This is an optimization exercise on Yosys and OpenROAD, whose aim is small area, a short achievable clock period and few clock cycles, not a production implementation. Only simulation tests tie the RTL to the original design; equivalence was not proved.

// lms_weight_top
module lms_weight_top (
    input  logic                     clk,
    input  logic                     rstn,
    input  logic                     req_valid,
    input  lms_pkg::tap_t            req_tap,
    input  lms_pkg::sample_t         req_err,
    input  lms_pkg::sample_t         req_ref,
    input  logic [32-1:0]  req_power,
    input  lms_pkg::tap_t            rd_tap,
    output logic                     credit_return,
    output logic                     upd_done,
    output lms_pkg::tap_t            upd_tap,
    output lms_pkg::weight_t         rd_weight
);
Size: ~4400 cells after synthesis, roughly 1000 flip-flops, ~58000 um^2 of cells after synthesis.
clock: 10.0 ns
lec_check: 0
cap_margin: 20
core_margin: 2
core_utilization: 40
setup_slack_margin: 5
slew_margin: 20
run.sh (not shown) runs the stock make flow with config.mk's settings and CLKGATE_MAP_FILE= SYNTH_SCRIPT=/design/flow/synth_recipe.tcl, a recipe that flattens the netlist after the stock synthesis.
Testbench counts at the start, summed over its fixed seeds: cycles 4,548.
Change:
--- a/flow/config.mk
+++ b/flow/config.mk
@@ -9,3 +9,3 @@
 export CORE_MARGIN = 2
-export CORE_UTILIZATION = 40
+export CORE_UTILIZATION = 55
 export SETUP_SLACK_MARGIN = 5
=> Routed wire length climbs by 1.8%; final area drops by 0.93%; global-route usage climbs by 8.2 points; setup slack got worse by 120 ps.

---

lms_weight_top, a different RTL version from the one above (not shown whole).
For scale: about 4,400 cells after synthesis, about 1,000 flip-flops, ~96 I/O pins, about 0.059 mm^2 of cells after synthesis.
Design lms_weight_top, start of the top module:
module lms_weight_top (
    input  logic                     clk,
    input  logic                     rstn,
    input  logic                     req_valid,
    input  lms_pkg::tap_t            req_tap,
    input  lms_pkg::sample_t         req_err,
    input  lms_pkg::sample_t         req_ref,
    input  logic [32-1:0]  req_power,
    input  lms_pkg::tap_t            rd_tap,
    output logic                     credit_return,
    output logic                     upd_done,
    output lms_pkg::tap_t            upd_tap,
    output lms_pkg::weight_t         rd_weight
);
    logic                     s_valid;
    logic                     s_pop;
    logic [62:0]              push_data;
    logic [62:0]              s_data;
    logic [13:0]              req_ea, req_fa;
    logic [26:0]              req_na;
    logic [26:0]              req_nrm;
    assign req_nrm   = req_power[32-1:5];
    assign req_ea    = req_err[13] ? -req_err : req_err;
    assign req_fa    = req_ref[13] ? -req_ref : req_ref;
    assign req_na    = req_nrm[26] ? -req_nrm : req_nrm;
    assign push_data = {req_tap, req_err[13], req_ea, req_ref[13], req_fa, req_nrm[26], req_na};
    logic                     d_load;
    logic [26:0]              d_a;
    logic [28:0]              d_b;
    logic [3:0]               d_cnt;
    logic                     d_neg;
    logic                     d_free;
    logic                     d_res_valid;
    lms_pkg::weight_t         d_res_q;
    logic                     d_res_neg;
    logic                     d_res_ok;
    logic                     d_idle_nx;
    logic                     d_last_nx;
    logic                     d_resv_nx;
    lms_pkg::tap_t            cur_tap;
    lms_pkg::weight_t         cur_weight;
    logic                     wr_en;
    lms_pkg::tap_t            wr_tap;
    lms_pkg::weight_t         wr_data;
    lms_req_fifo #(.DW(63)) fifo_i (
        .clk        (clk),
        .rstn       (rstn),
        .push       (req_valid),
  ...
clock: 10.0 ns
lec_check: 0
cap_margin: 20
core_margin: 2
core_utilization: 40
setup_slack_margin: 5
slew_margin: 20
standard.sh (not shown) runs the stock make flow with config.mk's settings and CLKGATE_MAP_FILE= SYNTH_SCRIPT=/design/flow/synth_recipe.tcl, a recipe that flattens the netlist after the stock synthesis.
==> flow/flow/run.sh <==
#!/bin/bash
set -euo pipefail
sed 's/SETUP_SLACK_MARGIN=[0-9.]*/SETUP_SLACK_MARGIN=6.5/' standard.sh > standard_margin.sh
grep -q 'SETUP_SLACK_MARGIN=6.5' standard_margin.sh
bash standard_margin.sh > standard_run.log 2>&1
Testbench counts at the start, summed over its fixed seeds: cycles 4,328.
Change:
==> flow/flow/run.sh (replaced) <==
#!/bin/bash
set -euo pipefail
sed 's/SETUP_SLACK_MARGIN=[0-9.]*/SETUP_SLACK_MARGIN=5.8/' standard.sh > standard_margin.sh
grep -q 'SETUP_SLACK_MARGIN=5.8' standard_margin.sh
bash standard_margin.sh > standard_run.log 2>&1
Settings changed: CORE_UTILIZATION 40 to 50, CTS_BUF_LIST set to sky130_fd_sc_hd__clkbuf_8, CTS_CLUSTER_SIZE set to 30.
Outcome: The new run completed with no timing, DRC or antenna violations. Worst setup slack is worse by 0.11 ns. Clock skew falls by 0.0039 ns. Non-clock buffer count came out lower by 202. Routed wire length decreases by about 3.2%. Design area came out lower by 6.0%. Sequential cell count stays the same.
Change:
Settings changed: CORE_UTILIZATION 50 to 40, CTS_CLUSTER_SIZE 30 to unset.
=> Cell area went up by 0.56%. Sequential cell count stays the same. Global-route usage went down by 5.4 points.

---

## before
lms_weight_top, a different RTL version from the one above (not shown whole).
Size in the first run: about 5100 cells after synthesis, about 96 I/O pins, roughly 60000 µm² of cells after synthesis.
Settings: LEC_CHECK=0, CAP_MARGIN=20, CORE_MARGIN=2, CORE_UTILIZATION=40, SLEW_MARGIN=20; clock period 10.0 ns.
run.sh (not shown) runs the stock make flow with config.mk's settings and CLKGATE_MAP_FILE= SYNTH_SCRIPT=/design/flow/synth_recipe.tcl, a recipe that flattens the netlist after the stock synthesis.
Stock flow here: none of the scripts above is used.
Testbench counts of before, summed over its fixed seeds: cycles 4,479.
The inputs of after differ from those of before as listed below.
Settings: an added SETUP_SLACK_MARGIN of 5.
## What came out
after falls short of before in routed wire length. In after relative to before, post-route cell area had gone up slightly. Detailed-route via count delta (after − before): unfavourable. Of before and after, the run reporting the lower placer congestion estimate was after.

---

Another version of the RTL of lms_weight_top (not shown whole).
Size in the first run: roughly 4100 cells after synthesis, roughly 1000 flip-flops, roughly 57000 um^2 of cells after synthesis.
==> flow/config.mk <==
export PLATFORM = sky130hd
export DESIGN_NAME = lms_weight_top
export DESIGN_NICKNAME = lms_weight_top
export VERILOG_FILES = /design/flow/design.v
export SDC_FILE = /design/flow/constraint.sdc
export NUM_CORES = 4
export LEC_CHECK = 0
export CAP_MARGIN = 20
export CORE_MARGIN = 2
export CORE_UTILIZATION = 40
export SETUP_SLACK_MARGIN = 5
export SLEW_MARGIN = 20
==> flow/constraint.sdc <==
create_clock -name core_clock -period 10.0 [get_ports {clk}]
set_input_delay 2.0000 -clock core_clock [delete_from_list [all_inputs] [get_ports {clk}]]
set_output_delay 2.0000 -clock core_clock [all_outputs]
set_load 0.01 [all_outputs]
standard.sh (not shown) runs the stock make flow with config.mk's settings and CLKGATE_MAP_FILE= SYNTH_SCRIPT=/design/flow/synth_recipe.tcl, a recipe that flattens the netlist after the stock synthesis.
==> flow/flow/run.sh <==
#!/bin/bash
set -euo pipefail
sed 's/SETUP_SLACK_MARGIN=[0-9.]*/SETUP_SLACK_MARGIN=6.2/' standard.sh > standard_margin.sh
grep -q 'SETUP_SLACK_MARGIN=6.2' standard_margin.sh
bash standard_margin.sh > standard_run.log 2>&1
The baseline finished clean.
Testbench counts at the start, summed over its fixed seeds: cycles 4,479.
Change:
CTS_BUF_LIST = sky130_fd_sc_hd__clkbuf_8   (was not set)
Outcome: Wire length came out higher slightly; global-route usage climbs by 0.17 points; hold slack degrades by 0.0041 ns; maximum frequency went down slightly; via count rises slightly; setup slack loses 0.045 ns; design area decreases slightly.
Change:
==> flow/run.sh (new file) <==
#!/bin/bash
# synth_recipe.tcl (not shown) runs the flow's synth.tcl, then flattens the netlist and writes it again
# the make line also repeats each setting of config.mk as NAME=value (left out here)
make -C /OpenROAD-flow-scripts/flow DESIGN_CONFIG=/design/flow/config.mk WORK_HOME=/design/flow/orfs CLKGATE_MAP_FILE= SYNTH_SCRIPT=/design/flow/synth_recipe.tcl finish
CTS_BUF_LIST = not set   (was sky130_fd_sc_hd__clkbuf_8)
removed: flow/flow/run.sh
removed: flow/standard.sh
=> Hold slack stays flat. Synthesized cell count is unchanged. Via count drops by about 4%. Cell area falls by about 3.6%. Utilization decreases by 1.7 points. Fmax decreases by 17%.

---

lms_weight_top with an RTL version that a note above also has.
Size in the first run: about 4,400 cells after synthesis, roughly 1,000 flip-flops, about 96 I/O pins, about 59,000 um^2 of cells after synthesis.
clock: 10.0 ns
lec_check: 0
cap_margin: 20
core_margin: 2
core_utilization: 40
setup_slack_margin: 5
slew_margin: 20
==> flow/flow/run.sh <==
#!/bin/bash
set -euo pipefail
sed 's/SETUP_SLACK_MARGIN=[0-9.]*/SETUP_SLACK_MARGIN=5.8/' standard.sh > standard_margin.sh
grep -q 'SETUP_SLACK_MARGIN=5.8' standard_margin.sh
bash standard_margin.sh > standard_run.log 2>&1
Testbench counts at the start, summed over its fixed seeds: cycles 4,328.
Next try:
==> flow/flow/run.sh (replaced) <==
#!/bin/bash
set -euo pipefail
sed 's/SETUP_SLACK_MARGIN=[0-9.]*/SETUP_SLACK_MARGIN=7.0/' standard.sh > standard_margin.sh
grep -q 'SETUP_SLACK_MARGIN=7.0' standard_margin.sh
bash standard_margin.sh > standard_run.log 2>&1
=>
- die area does not change
- design area goes up by 9.4%
- setup slack improved by 0.095 ns
- count of clock-buffer cells in the layout is higher by 2
- sequential share of layout area is lower by 3.8 points
- global-route usage rose by 2.1 points
Next try:
==> flow/flow/run.sh (replaced) <==
#!/bin/bash
set -euo pipefail
sed 's/SETUP_SLACK_MARGIN=[0-9.]*/SETUP_SLACK_MARGIN=6.2/' standard.sh > standard_margin.sh
grep -q 'SETUP_SLACK_MARGIN=6.2' standard_margin.sh
bash standard_margin.sh > standard_run.log 2>&1
The changed run finished with timing, DRC and antenna clean. Register-to-register slack stays flat. Wire length fell by a little under a tenth. Worst hold slack gets better by 0.0050 ns. Die area is unchanged. Clock skew decreases by 0.011 ns. Design area is lower by a few percent. Utilization drops by 2.9 points. Final cell count decreases by a few percent. First-iteration DRC count falls by a little under a tenth.

[what the ideal ports hide]
How much do the figures lean on ideal ports? The routed layouts below were timed once more, with nothing changed but the port constraints.
Step 1 sets driving cells, clkbuf_16 on the clock port and buf_2 on the other inputs (assumed; they add their load-dependent delay and slew).
Step 2 times the ports against the registers' clock, not the clock port: input delays grow and output delays shrink by t, the midpoint of the rising clock arrivals with the driver on.
Three values: no drivers, after step 1, after step 2; two values: the first two.
run | t (ns) | setup WS [ns] | clock arrival spread, ns | slew at the worst register clock pin (ns) | pins driven straight from the clock port
the first run of note 1 | 0.803 | 5.400 / 5.400 / 4.659 | 0.124 / 0.124 | 0.07 / 0.07 | 1
the second run of note 1 | 0.772 | 5.278 / 5.278 / 4.825 | 0.047 / 0.047 | 0.07 / 0.07 | 1
the first run of note 2 | 0.814 | 5.807 / 5.807 / 5.658 | 0.058 / 0.058 | 0.06 / 0.06 | 1
the second run of note 2 | 0.933 | 5.699 / 5.699 / 4.945 | 0.062 / 0.063 | 0.07 / 0.07 | 1
the third run of note 2 | 0.948 | 5.760 / 5.760 / 5.023 | 0.083 / 0.083 | 0.07 / 0.07 | 1
before | 0.812 | 3.250 / 3.166 / 3.978 | 0.075 / 0.075 | 0.07 / 0.07 | 1
after | 0.816 | 4.401 / 4.324 / 4.528 | 0.066 / 0.066 | 0.07 / 0.07 | 1
the first run of note 4 | 0.812 | 5.969 / 5.969 / 5.503 | 0.090 / 0.090 | 0.07 / 0.07 | 1
the second run of note 4 | 0.974 | 5.924 / 5.924 / 5.337 | 0.100 / 0.100 | 0.07 / 0.07 | 1
the third run of note 4 | 0.806 | 5.111 / 5.111 / 4.918 | 0.086 / 0.086 | 0.06 / 0.06 | 1
the first run of note 5 | 0.805 | 5.801 / 5.801 / 5.228 | 0.089 / 0.090 | 0.07 / 0.07 | 1
the second run of note 5 | 0.812 | 5.897 / 5.897 / 5.749 | 0.100 / 0.100 | 0.06 / 0.06 | 1
the third run of note 5 | 0.788 | 5.909 / 5.909 / 5.483 | 0.101 / 0.100 | 0.08 / 0.08 | 1
After both steps setup and hold are still met in every run listed. For the second run of note 2, which loses most, drivers alone change the setup slack by 0.000 ns; drivers and shift together by -0.754 ns.
